Background: an optimization exercise with open tools, aiming at small area, a short achievable clock period and few clock cycles per item. Do not read the settings as production practice. In this exercise RTL edits were held to simulation tests only and were not proved equivalent to the original.

==> v13 <==
## mdc_top
module mdc_top (
    input  wire logic           clk,
    input  wire logic           rst_n,
    input  wire logic           in_valid,
    input  wire mdc_pkg::code_t in_data,
    output logic                in_credit,
    output logic                out_valid,
    output mdc_pkg::det_t       out_data,
    input  wire logic           out_credit
);
export LEC_CHECK = 0
export CAP_MARGIN = 20
export CORE_MARGIN = 2
export CORE_UTILIZATION = 40
export CTS_BUF_LIST = sky130_fd_sc_hd__clkbuf_16
export CTS_CLUSTER_DIAMETER = 90
export CTS_CLUSTER_SIZE = 24
export SLEW_MARGIN = 20
create_clock -name core_clock -period 9.0 [get_ports {clk}]
standard.sh (not shown) runs the stock make flow with config.mk's settings and CLKGATE_MAP_FILE= SYNTH_SCRIPT=/design/flow/synth_recipe.tcl, a recipe that flattens the netlist after the stock synthesis.
==> flow/flow/run.sh <==
#!/bin/bash
set -euo pipefail
export BUFFER_PORTS_ARGS="-buffer_cell sky130_fd_sc_hd__buf_2"
export SETUP_SLACK_MARGIN=6.0
bash standard.sh > standard_make.log 2>&1
==> v30: changes against v13 <==
==> flow/flow/run.sh (replaced) <==
#!/bin/bash
set -euo pipefail
export BUFFER_PORTS_ARGS="-buffer_cell sky130_fd_sc_hd__buf_2"
export SETUP_SLACK_MARGIN=5.9
bash standard.sh > standard_make.log 2>&1
Settings changed: CORE_UTILIZATION 40 to 65, TNS_END_PERCENT set to 20.
==> results.tsv <==
metric	value	unit
powerClk	0.699	mW
rows	69	
fin_area	0.0165	mm²
total_power	6.27	mW
die_h	194	µm
n_all_buffers	114	
min_period_over_period	34.1	%
dpl_cell_area	0.0152	mm²
outcome	complete, no violations	
multi_input_area_share	45.7	%
use_met1	20.6	%
core_area	0.0356	mm²
(the above is from v13)
==> results.tsv <==
metric	value	unit
multi_input_area_share	47.3	%
min_period_over_period	34.9	%
total_power	6.17	mW
min_path_cells	0	
fin_area	0.0156	mm²
rows	54	
n_all_buffers	70	
core_area	0.0218	mm²
outcome	complete, no violations	
powerClk	0.718	mW
(the above is from v30)
Testbench counts of v13, summed over its fixed seeds: cycles 4,120, results 2,304.
Testbench counts of v30, summed over its fixed seeds: cycles 4,120, results 2,304.

========
==> inputs of v6 <==
mdc_top again, from the RTL that the note above started with.
Settings: LEC_CHECK=0, CAP_MARGIN=20, CORE_MARGIN=2, CORE_UTILIZATION=40, CTS_BUF_LIST=sky130_fd_sc_hd__clkbuf_8, SLEW_MARGIN=20; clock period 9.0 ns.
==> flow/flow/run.sh <==
#!/bin/bash
set -euo pipefail
export BUFFER_PORTS_ARGS="-buffer_cell sky130_fd_sc_hd__buf_2"
export SETUP_SLACK_MARGIN=5.8
bash standard.sh > standard_make.log 2>&1
==> inputs of v4, as changes to v6 <==
- CORE_UTILIZATION: 40 -> 65
- CTS_BUF_LIST: sky130_fd_sc_hd__clkbuf_8 -> sky130_fd_sc_hd__clkbuf_16
- CTS_CLUSTER_DIAMETER: default -> 110
- CTS_CLUSTER_SIZE: default -> 30
==> inputs of v27, as changes to v6 <==
==> flow/flow/run.sh (replaced) <==
#!/bin/bash
set -euo pipefail
export BUFFER_PORTS_ARGS="-buffer_cell sky130_fd_sc_hd__buf_2"
export CTS_ARGS="-sink_clustering_enable -repair_clock_nets -dont_use_dummy_load -buf_list sky130_fd_sc_hd__clkbuf_8"
bash standard.sh > standard_make.log 2>&1
- CTS_BUF_LIST: sky130_fd_sc_hd__clkbuf_8 -> default
==> flow_metrics.env <==
export IMPL_grt_pass1_wl_mm=42.8
export IMPL_vias=8364
export IMPL_clock_buffers=13
export IMPL_post_route_util=0.703
export IMPL_cp_max_fo=23
export IMPL_status="complete, no violations"
export IMPL_area_share_nonclk_buffers=0.0265
Source of the figures above: v4

==> flow_metrics.env <==
export IMPL_clock_buffers=53
export IMPL_post_route_util=0.455
export IMPL_grt_pass1_wl_mm=44.9
export IMPL_vias=8496
export IMPL_status="complete, no violations"
Source of the figures above: v6

==> flow_metrics.env <==
export IMPL_vias=8376
export IMPL_clock_buffers=44
export IMPL_area_share_nonclk_buffers=0.0196
export IMPL_post_route_util=0.441
export IMPL_status="complete, no violations"
export IMPL_grt_pass1_wl_mm=44.5
Source of the figures above: v27

Testbench counts of v6, summed over its fixed seeds: cycles 4,120, results 2,304.
Testbench counts of v4, summed over its fixed seeds: cycles 4,120, results 2,304.
Testbench counts of v27, summed over its fixed seeds: cycles 4,120, results 2,304.

## re-timing with driven ports
The results above use ideal ports. As a check the final layouts listed here were re-extracted and re-timed, cells and wires unchanged. Step 1 sets driving cells, clkbuf_16 on the clock port and buf_2 on the other inputs (assumed; they add their load-dependent delay and slew). Step 2 moves the port delays by t, midway between the first and last clock arrival at a register: inputs arrive t later, outputs are due t later. That takes back most of the time a late clock gives input paths. Three values: ideal ports, drivers, drivers and shift; two values: the first two.
run | shift t [ns] | slack for setup (ns) | worst setup path at the end | slew at the worst register clock pin (ns) | cell pins on the clock port's net
v13 | 0.537 | 5.935 / 5.935 / 5.482 | input to register | 0.10 / 0.10 | 1
v30 | 0.524 | 5.857 / 5.857 / 5.454 | input to register | 0.10 / 0.10 | 1
v6 | 0.597 | 5.870 / 5.870 / 5.398 | input to register | 0.07 / 0.07 | 1
v4 | 0.517 | 5.902 / 5.902 / 5.503 | input to register | 0.11 / 0.11 | 1
v27 | 0.574 | 5.728 / 5.728 / 5.410 | input to register | 0.06 / 0.06 | 1
After both steps setup and hold are still met in every run listed. For v6, which loses most, drivers alone change the setup slack by 0.000 ns; drivers and shift together by -0.472 ns.
